From an optimization exercise on the open Yosys and OpenROAD flow, aimed at small area, a short achievable clock period and few clock cycles per item; shortcuts taken in it are not production practice.
Where RTL was checked, it was by simulation tests only, not by an equivalence proof against the original.
No activity file was given, so power comes from the tool's default toggle rates.

## trial 28
==> module mac_array, before the edit <==
module mac_array (
    input  logic                                                    clk,
    input  logic                                                    rst_n,
    input  logic                                                    head_valid,
    input  logic                                                    head_is_weight,
    input  logic [conv_pkg::DATA_WIDTH-1:0]                         head_data,
    input  logic [conv_pkg::PIX_W-1:0]                              phase,
    input  logic                                                    drain_free,
    input  logic [conv_pkg::OUT_CHANNELS*conv_pkg::DATA_WIDTH-1:0]  weights,
    input  logic [conv_pkg::OUT_CHANNELS*conv_pkg::DATA_WIDTH-1:0]  biases,
    output logic                                                    pixel_pop,
    output logic                                                    acc_done,
    output logic [conv_pkg::OUT_CHANNELS*conv_pkg::ACC_WIDTH-1:0]   acc
);
    localparam DW    = conv_pkg::DATA_WIDTH;
    localparam AW    = conv_pkg::ACC_WIDTH;
    localparam OC    = conv_pkg::OUT_CHANNELS;
    localparam LEN   = conv_pkg::PIXELS;
    localparam PIX_W = conv_pkg::PIX_W;
    logic [PIX_W-1:0] next_pixel;
    logic             last_pixel;
    logic [DW-1:0]    pixel_q;
    logic             first_q;
    logic             last_q;
    localparam logic [AW-1:0] SEXT_K = AW'(-((1 << 9) + (1 << 11) + (1 << 13) + (1 << 15)));
    assign last_pixel = (next_pixel == LEN - 1);
    assign pixel_pop  = head_valid && !head_is_weight && (phase == next_pixel) &&
                        (!last_pixel || drain_free);
    always_ff @(posedge clk or negedge rst_n) begin
        if (!rst_n) begin
            next_pixel <= '0;
            first_q    <= 1'b0;
            last_q     <= 1'b0;
            acc_done   <= 1'b0;
        end else begin
            if (pixel_pop) begin
                next_pixel <= last_pixel ? '0 : next_pixel + 1'b1;
            end
            first_q  <= pixel_pop && (next_pixel == '0);
            last_q   <= pixel_pop && last_pixel;
            acc_done <= last_q;
        end
    end
    always_ff @(posedge clk) begin
        pixel_q <= pixel_pop ? head_data : '0;
    end
    genvar g;
    generate
        for (g = 0; g < OC; g = g + 1) begin : g_lane
            logic [AW-1:0] base;
            logic [DW-1:0] w;
            logic [AW-1:0] pp [0:3];
            logic [3:0]    neg;
            assign w    = weights[g*DW +: DW];
            assign base = first_q ? {{(AW-DW){biases[g*DW+DW-1]}}, biases[g*DW +: DW]} : acc[g*AW +: AW];
            for (genvar j = 0; j < 4; j = j + 1) begin : g_pp
                logic lo, one, two;
                logic [DW:0] mag;
                logic [DW:0] row;
                assign lo  = (j == 0) ? 1'b0 : w[2*j-1];
                assign one = w[2*j] ^ lo;
                assign two = (w[2*j+1] & ~w[2*j] & ~lo) | (~w[2*j+1] & w[2*j] & lo);
                assign neg[j] = w[2*j+1];
                assign mag = ({(DW+1){one}} & {1'b0, pixel_q}) | ({(DW+1){two}} & {pixel_q, 1'b0});
                assign row = mag ^ {(DW+1){neg[j]}};
                assign pp[j] = AW'({~neg[j], row}) << (2*j);
            end
            logic [AW-1:0] nk;
            assign nk = SEXT_K | {neg[3], 1'b0, neg[2], 1'b0, neg[1], 1'b0, neg[0]};
            logic [AW-1:0] s1a, c1a, s1b, c1b, s2, c2, s3, c3;
            assign s1a = pp[0] ^ pp[1] ^ pp[2];
            assign c1a = ((pp[0] & pp[1]) | (pp[0] & pp[2]) | (pp[1] & pp[2])) << 1;
            assign s1b = pp[3] ^ nk ^ base;
            assign c1b = ((pp[3] & nk) | (pp[3] & base) | (nk & base)) << 1;
            assign s2  = s1a ^ c1a ^ s1b;
            assign c2  = ((s1a & c1a) | (s1a & s1b) | (c1a & s1b)) << 1;
            assign s3  = s2 ^ c2 ^ c1b;
            assign c3  = ((s2 & c2) | (s2 & c1b) | (c2 & c1b)) << 1;
            always_ff @(posedge clk) begin
                acc[g*AW +: AW] <= s3 + c3;
            end
        end
    endgenerate
endmodule
Settings: LEC_CHECK=0, CAP_MARGIN=20, CORE_MARGIN=2, CORE_UTILIZATION=40, SETUP_SLACK_MARGIN=0.5, SLEW_MARGIN=20; clock period 13.0 ns.
run.sh (not shown) runs the stock make flow with config.mk's settings and CLKGATE_MAP_FILE= SYNTH_SCRIPT=/design/flow/synth_recipe.tcl, a recipe that flattens the netlist after the stock synthesis.
What trial 89 does differently from trial 28 at the input level:
diff --git a/flow/design.v b/flow/design.v
--- a/flow/design.v
+++ b/flow/design.v
@@ -174,9 +174,8 @@
     logic             last_pixel;
     logic [DW-1:0]    pixel_q;
     logic             first_q;
     logic             last_q;
-    localparam logic [AW-1:0] SEXT_K = AW'(-((1 << 9) + (1 << 11) + (1 << 13) + (1 << 15)));
     assign last_pixel = (next_pixel == LEN - 1);
     assign pixel_pop  = head_valid && !head_is_weight && (phase == next_pixel) &&
                         (!last_pixel || drain_free);
     always_ff @(posedge clk or negedge rst_n) begin
@@ -199,39 +198,14 @@
     end
     genvar g;
     generate
         for (g = 0; g < OC; g = g + 1) begin : g_lane
-            logic [AW-1:0] base;
-            logic [DW-1:0] w;
-            logic [AW-1:0] pp [0:3];
-            logic [3:0]    neg;
-            assign w    = weights[g*DW +: DW];
-            assign base = first_q ? {{(AW-DW){biases[g*DW+DW-1]}}, biases[g*DW +: DW]} : acc[g*AW +: AW];
-            for (genvar j = 0; j < 4; j = j + 1) begin : g_pp
-                logic lo, one, two;
-                logic [DW:0] mag;
-                logic [DW:0] row;
-                assign lo  = (j == 0) ? 1'b0 : w[2*j-1];
-                assign one = w[2*j] ^ lo;
-                assign two = (w[2*j+1] & ~w[2*j] & ~lo) | (~w[2*j+1] & w[2*j] & lo);
-                assign neg[j] = w[2*j+1];
-                assign mag = ({(DW+1){one}} & {1'b0, pixel_q}) | ({(DW+1){two}} & {pixel_q, 1'b0});
-                assign row = mag ^ {(DW+1){neg[j]}};
-                assign pp[j] = AW'({~neg[j], row}) << (2*j);
-            end
-            logic [AW-1:0] nk;
-            assign nk = SEXT_K | {neg[3], 1'b0, neg[2], 1'b0, neg[1], 1'b0, neg[0]};
-            logic [AW-1:0] s1a, c1a, s1b, c1b, s2, c2, s3, c3;
-            assign s1a = pp[0] ^ pp[1] ^ pp[2];
-            assign c1a = ((pp[0] & pp[1]) | (pp[0] & pp[2]) | (pp[1] & pp[2])) << 1;
-            assign s1b = pp[3] ^ nk ^ base;
-            assign c1b = ((pp[3] & nk) | (pp[3] & base) | (nk & base)) << 1;
-            assign s2  = s1a ^ c1a ^ s1b;
-            assign c2  = ((s1a & c1a) | (s1a & s1b) | (c1a & s1b)) << 1;
-            assign s3  = s2 ^ c2 ^ c1b;
-            assign c3  = ((s2 & c2) | (s2 & c1b) | (c2 & c1b)) << 1;
+            logic signed [AW-1:0] base;
+            logic signed [2*DW:0] prod;
+            assign base = first_q ? AW'($signed(biases[g*DW +: DW])) : $signed(acc[g*AW +: AW]);
+            assign prod = $signed(weights[g*DW +: DW]) * $signed({1'b0, pixel_q});
             always_ff @(posedge clk) begin
-                acc[g*AW +: AW] <= s3 + c3;
+                acc[g*AW +: AW] <= base + prod;
             end
         end
     endgenerate
 endmodule
Results
Across trial 89 and trial 28, none had a timing, DRC or antenna violation. Trial 89 gives less final worst setup slack than trial 28 did. Trial 89 vs trial 28, beginning of the critical path: u_mac_array.first_q vs u_mac_array.pixel_q[7]. Core utilization: trial 89 vs trial 28 up 0.22 points. Trial 28 vs trial 89, cell with the largest stage delay on the worst path: sky130_fd_sc_hd__dfxtp_4 vs sky130_fd_sc_hd__dfrtp_4. Static leakage, trial 89 and trial 28, lower one = trial 28. Relative to trial 28, trial 89 improves wire length of the first global-routing pass. Changes observed in trial 89 relative to trial 28: total power now smaller; synthesis-to-finish area growth now larger. For die area, trial 89 and trial 28 come out practically identical. Design area delta (trial 89 − trial 28): unfavourable. The total of fill cells in the finished design in trial 89 was lower than what trial 28 gave. Looking at minimum period implied by the final worst setup slack, trial 89 sits 0.89 ns above trial 28. [compare] base=trial 28 new=trial 89: antenna diode count moved down; pin count of the biggest net entering global routing moved up.
Testbench counts of trial 89, summed over its fixed seeds: cycles 8,752, windows 320.
Only the layout flow was run in trial 28; the RTL was not checked for function there.


the reference run:
Another version of the RTL of conv_engine_top (not shown whole).
For scale: about 2700 flip-flops, roughly 82000 um^2 of cells after synthesis.
Settings: LEC_CHECK=0, CAP_MARGIN=20, CORE_MARGIN=2, CORE_UTILIZATION=60, CTS_CLUSTER_DIAMETER=70, CTS_CLUSTER_SIZE=30, SETUP_SLACK_MARGIN=0.5, SLEW_MARGIN=20; clock period 13.0 ns.
standard.sh (not shown) runs the stock make flow with config.mk's settings and CLKGATE_MAP_FILE= SYNTH_SCRIPT=/design/flow/synth_recipe.tcl, a recipe that flattens the netlist after the stock synthesis.
==> flow/flow/run.sh <==
#!/bin/bash
# Standard layout, with the port buffers made of plain buf_4 cells instead
# of the flow's default pick, a slow delay buffer.
set -euo pipefail
export BUFFER_PORTS_ARGS="-buffer_cell sky130_fd_sc_hd__buf_4"
bash standard.sh > standard_flow.log 2>&1
Testbench counts of the reference run, summed over its fixed seeds: cycles 8,752, windows 320.
The inputs of the trial run differ from those of the reference run as listed below.
--- a/flow/design.v
+++ b/flow/design.v
@@ -1,15 +1,16 @@
 package conv_pkg;
     localparam DATA_WIDTH = 8;
     localparam TAPS = 9;
     localparam IN_CHANNELS  = 3;
     localparam OUT_CHANNELS = 9;
     localparam PIXELS = TAPS * IN_CHANNELS;
     localparam PIX_W  = $clog2(PIXELS);
+    localparam LANE_GROUP = 9;
     localparam ACC_WIDTH = 21;
     localparam INPUT_CREDITS = 4;
     localparam OUTPUT_CREDITS = 4;
     localparam PIXEL_MAX = 2 ** DATA_WIDTH - 1;
     localparam IN_FIFO_W = DATA_WIDTH + 1;
 endpackage
 `timescale 1ns/1ps
 module kernel_store (
@@ -102,18 +103,18 @@
             always_ff @(posedge clk) begin
                 ring[0] <= (weight_pop && ld_oc == g) ? head_data : ring[LEN-1];
             end
             for (s = 1; s < LEN; s = s + 1) begin : g_stage
                 always_ff @(posedge clk) begin
                     ring[s] <= ring[s-1];
                 end
             end
-            assign weights[g*DW +: DW] = ring[g / 3];
-            assign biases[g*DW +: DW] = bias_ring[(OC * 3 - 2 * (g / 3) - (g % 3)) % OC];
+            assign weights[g*DW +: DW] = ring[g / conv_pkg::LANE_GROUP];
+            assign biases[g*DW +: DW] = bias_ring[(OC + g / conv_pkg::LANE_GROUP - g) % OC];
         end
     endgenerate
 endmodule
 `timescale 1ns/1ps
 module window_buffer (
     input  logic                            clk,
     input  logic                            rst_n,
     input  logic                            in_valid,
@@ -170,17 +171,17 @@
     output logic [conv_pkg::OUT_CHANNELS-1:0]                       acc_done,
     output logic [conv_pkg::OUT_CHANNELS*(conv_pkg::DATA_WIDTH+2)-1:0] acc
 );
     localparam DW    = conv_pkg::DATA_WIDTH;
     localparam AW    = conv_pkg::ACC_WIDTH;
     localparam OC    = conv_pkg::OUT_CHANNELS;
     localparam LEN   = conv_pkg::PIXELS;
     localparam PIX_W = conv_pkg::PIX_W;
-    localparam GROUP  = 3;
+    localparam GROUP  = conv_pkg::LANE_GROUP;
     localparam GROUPS = OC / GROUP;
     logic [PIX_W-1:0] next_pixel;
     logic             last_pixel;
     logic [DW-1:0]    pixel_q [0:GROUPS-1];
     logic [GROUPS-1:0] valid_q;
     logic [GROUPS:0]   open_q;
     logic [GROUPS:0]   last_q;
     logic [PIX_W-1:0]  next_pixel_d;
@@ -189,22 +190,22 @@
                         (!last_pixel || drain_free);
     assign next_pixel_d = !pixel_pop ? next_pixel : last_pixel ? '0 : next_pixel + 1'b1;
     always_ff @(posedge clk or negedge rst_n) begin
         if (!rst_n) begin
             next_pixel <= '0;
             last_q     <= '0;
         end else begin
             next_pixel <= next_pixel_d;
-            last_q     <= {last_q[GROUPS-1:0], pixel_pop && last_pixel};
+            last_q     <= (GROUPS+1)'({last_q, pixel_pop && last_pixel});
         end
     end
     always_ff @(posedge clk) begin
-        valid_q    <= {valid_q[GROUPS-2:0], pixel_pop};
-        open_q     <= {open_q[GROUPS-1:0], next_pixel_d != '0};
+        valid_q    <= GROUPS'({valid_q, pixel_pop});
+        open_q     <= (GROUPS+1)'({open_q, next_pixel_d != '0});
         pixel_q[0] <= pixel_pop ? head_data : '0;
         for (int l = 1; l < GROUPS; l = l + 1) begin
             pixel_q[l] <= pixel_q[l-1];
         end
     end
     for (genvar l = 0; l < OC; l = l + 1) begin : g_done
         assign acc_done[l] = last_q[l / GROUP + 1];
     end
--- outcome ---
The trial run vs the reference run, standard cell with the maximum stage delay on the critical path: dfxtp_2 vs dfrtp_1
Sequential power in the trial run is about 0.8% lower than in the reference run
Run comparison: the trial run busiest layer in global routing met2; the reference run busiest layer in global routing met1
Clock latency at the later pin of the worst-skew pair of the reference run is on par with the trial run.
The reference run → the trial run: area growth from synthesis to layout decreased 0.25 points; die footprint decreased by about 0.47% relative to the old numbers; critical path depth rose by 6; residual antenna-violating net count after detailed routing comparable.
Compared with the reference run, the trial run shows number of signal-net inverters in the final layout that has gone up slightly.
Looking at the trial run and the reference run, the clock power is a wash.
Summary: with the reference run as the reference, wire length in the trial run moved down slightly.
Comparing the trial run with the reference run, the share of the final layout cell area in sequential cells came out essentially unchanged.
Summary of the trial run over the reference run: worst hold slack shrank by 10 ps, total power per unit cell area was more or less identical, number of global-route vias before repair now larger.
No functional check of the RTL was part of the trial run.


conv_engine_top, a different RTL version from the one above (not shown whole).
Size in the first run: roughly 6,300 cells after synthesis, roughly 2,700 flip-flops, roughly 85,000 um2 of cells after synthesis.
==> flow/design.v (excerpt) <==
module conv_engine_top (
    input  logic                            clk,
    input  logic                            rst_n,
    input  logic                            in_valid,
    input  logic [conv_pkg::DATA_WIDTH-1:0] in_data,
    input  logic                            in_is_weight,
    input  logic                            out_credit,
    output logic                            in_credit,
    output logic                            out_valid,
    output logic [conv_pkg::DATA_WIDTH-1:0] out_data
);
Settings: LEC_CHECK=0, CAP_MARGIN=20, CORE_MARGIN=2, CORE_UTILIZATION=40, CTS_CLUSTER_DIAMETER=80, CTS_CLUSTER_SIZE=35, SETUP_SLACK_MARGIN=0.5, SLEW_MARGIN=20; clock period 13.0 ns.
run.sh (not shown) runs the stock make flow with config.mk's settings and CLKGATE_MAP_FILE= SYNTH_SCRIPT=/design/flow/synth_recipe.tcl, a recipe that flattens the netlist after the stock synthesis.
Stock flow here: none of the scripts above is used.
Next try:
--- a/flow/design.v
+++ b/flow/design.v
@@ -87,17 +87,17 @@
             always_ff @(posedge clk) begin
                 ring[0] <= (weight_pop && ld_oc == g) ? head_data : ring[LEN-1];
             end
             for (s = 1; s < LEN; s = s + 1) begin : g_stage
                 always_ff @(posedge clk) begin
                     ring[s] <= ring[s-1];
                 end
             end
-            assign weights[g*DW +: DW] = ring[g];
+            assign weights[g*DW +: DW] = ring[g / 3];
             always_ff @(posedge clk) begin
                 if (bias_pop && ld_bidx == g) begin
                     biases[g*DW +: DW] <= head_data;
                 end
             end
         end
     endgenerate
 endmodule
@@ -165,71 +165,66 @@
     output logic [conv_pkg::OUT_CHANNELS-1:0]                       acc_done,
     output logic [conv_pkg::OUT_CHANNELS*conv_pkg::ACC_WIDTH-1:0]   acc
 );
     localparam DW    = conv_pkg::DATA_WIDTH;
     localparam AW    = conv_pkg::ACC_WIDTH;
     localparam OC    = conv_pkg::OUT_CHANNELS;
     localparam LEN   = conv_pkg::PIXELS;
     localparam PIX_W = conv_pkg::PIX_W;
+    localparam GROUP  = 3;
+    localparam GROUPS = OC / GROUP;
     logic [PIX_W-1:0] next_pixel;
     logic             last_pixel;
-    logic [DW-1:0]    pixel_q [0:OC-1];
-    logic [OC-1:0]    valid_q;
-    logic [OC-1:0]    first_q;
-    logic [OC-1:0]    last_q;
-    logic [OC-1:0]    first_qq;
-    logic [OC-1:0]    last_qq;
+    logic [DW-1:0]    pixel_q [0:GROUPS-1];
+    logic [GROUPS-1:0] valid_q;
+    logic [GROUPS:0]   first_q;
+    logic [GROUPS+1:0] last_q;
     assign last_pixel = (next_pixel == LEN - 1);
     assign pixel_pop  = head_valid && !head_is_weight && (phase == next_pixel) &&
                         (!last_pixel || drain_free);
     always_ff @(posedge clk or negedge rst_n) begin
         if (!rst_n) begin
             next_pixel <= '0;
-            valid_q    <= '0;
-            first_q    <= '0;
             last_q     <= '0;
-            first_qq   <= '0;
-            last_qq    <= '0;
-            acc_done   <= '0;
         end else begin
             if (pixel_pop) begin
                 next_pixel <= last_pixel ? '0 : next_pixel + 1'b1;
             end
-            valid_q  <= {valid_q[OC-2:0], pixel_pop};
-            first_q  <= {first_q[OC-2:0], pixel_pop && (next_pixel == '0)};
-            last_q   <= {last_q[OC-2:0], pixel_pop && last_pixel};
-            first_qq <= first_q;
-            last_qq  <= last_q;
-            acc_done <= last_qq;
+            last_q <= {last_q[GROUPS:0], pixel_pop && last_pixel};
         end
     end
     always_ff @(posedge clk) begin
+        valid_q    <= {valid_q[GROUPS-2:0], pixel_pop};
+        first_q    <= {first_q[GROUPS-1:0], pixel_pop && (next_pixel == '0)};
         pixel_q[0] <= pixel_pop ? head_data : '0;
-        for (int l = 1; l < OC; l = l + 1) begin
+        for (int l = 1; l < GROUPS; l = l + 1) begin
             pixel_q[l] <= pixel_q[l-1];
         end
     end
+    for (genvar l = 0; l < OC; l = l + 1) begin : g_done
+        assign acc_done[l] = last_q[l / GROUP + 2];
+    end
     localparam logic [AW-1:0] WINDOW_K = AW'(-LEN * ((1 << 15) - (1 << 7)));
     localparam PW = 2 * DW;
     genvar g;
     generate
         for (g = 0; g < OC; g = g + 1) begin : g_lane
             logic [DW-1:0] w;
             logic [DW-1:0] p;
             logic [DW-1:0] b;
             logic [PW-1:0] r [0:DW-1];
             logic [PW-1:0] prod_s;
             logic [PW-1:0] prod_c;
             logic [AW-1:0] base;
             assign w = weights[g*DW +: DW];
-            assign p = pixel_q[g];
+            assign p = pixel_q[g / GROUP];
             assign b = biases[g*DW +: DW];
             for (genvar i = 0; i < DW; i = i + 1) begin : g_row
-                assign r[i] = PW'({valid_q[g] & ~(p[i] & w[DW-1]), {(DW-1){p[i]}} & w[DW-2:0]}) << i;
+                assign r[i] = PW'({valid_q[g / GROUP] & ~(p[i] & w[DW-1]), {(DW-1){p[i]}} & w[DW-2:0]}) << i;
             end
             logic [PW-1:0] a0, b0, a1, b1, c0, d0, c1, d1, e0, f0, s4, c4;
             assign a0 = r[0] ^ r[1] ^ r[2];
             assign b0 = ((r[0] & r[1]) | (r[0] & r[2]) | (r[1] & r[2])) << 1;
             assign a1 = r[3] ^ r[4] ^ r[5];
             assign b1 = ((r[3] & r[4]) | (r[3] & r[5]) | (r[4] & r[5])) << 1;
             assign c0 = a0 ^ b0 ^ a1;
             assign d0 = ((a0 & b0) | (a0 & a1) | (b0 & a1)) << 1;
@@ -238,17 +233,17 @@
             assign e0 = c0 ^ d0 ^ c1;
             assign f0 = ((c0 & d0) | (c0 & c1) | (d0 & c1)) << 1;
             assign s4 = e0 ^ f0 ^ d1;
             assign c4 = ((e0 & f0) | (e0 & d1) | (f0 & d1)) << 1;
             always_ff @(posedge clk) begin
                 prod_s <= s4;
                 prod_c <= c4;
             end
-            assign base = first_qq[g] ? AW'({{(AW-DW){b[DW-1]}}, b}) + WINDOW_K : acc[g*AW +: AW];
+            assign base = first_q[g / GROUP + 1] ? AW'({{(AW-DW){b[DW-1]}}, b}) + WINDOW_K : acc[g*AW +: AW];
             logic [AW-1:0] ts, tc;
             assign ts = base ^ AW'(prod_s) ^ AW'(prod_c);
             assign tc = ((base & AW'(prod_s)) | (base & AW'(prod_c)) | (AW'(prod_s) & AW'(prod_c))) << 1;
             always_ff @(posedge clk) begin
                 acc[g*AW +: AW] <= ts + tc;
             end
         end
     endgenerate
Global-route usage went up by 0.25 points.
Power went up by 1.8%.
Cell count barely changes.
Cell area went down by 1.1%.
Worst setup slack got worse by 790 ps.
Routed wire length went down by 0.61%.
Register-to-register slack got worse by 1100 ps.
First-iteration DRC count went up by 0.83%.
Non-clock buffer count went up by 30.
Synthesized area went down by 1.1%.
Utilization hardly moves.
Clock skew stays flat.
Combinational power went up by 29%.
Count of clock-buffer cells in the layout went down by 3.
Function was not checked in any run of this note: the RTL went through the layout flow alone.

## static timing again, ports no longer ideal
In the flow no input, the clock included, has a driving cell. The finished layouts below were timed again as built, in two steps. Step 1, drivers: a clkbuf_16 drives clk and a buf_2 each remaining input, both assumed. Step 2 also shifts input and output timing later by t, the mid clock arrival at the registers, as if the neighbouring blocks saw the same clock. Three values: no drivers, after step 1, after step 2; two values: the first two.
run | shift t [ns] | setup slack, ns | pins driven straight from the clock port
trial 28 | 0.953 | 6.929 / 6.929 / 6.929 | 1
trial 89 | 0.906 | 6.038 / 6.038 / 6.038 | 1
the reference run | 0.835 | 9.142 / 9.067 / 9.021 | 1
the trial run | 0.819 | 8.962 / 8.962 / 8.944 | 1
the first run of note 3 | 0.849 | 8.571 / 8.488 / 8.726 | 1
the second run of note 3 | 0.859 | 7.781 / 7.781 / 7.781 | 1
After both steps setup and hold are still met in every run listed. For the reference run, which loses most, drivers alone change the setup slack by -0.075 ns; drivers and shift together by -0.121 ns.
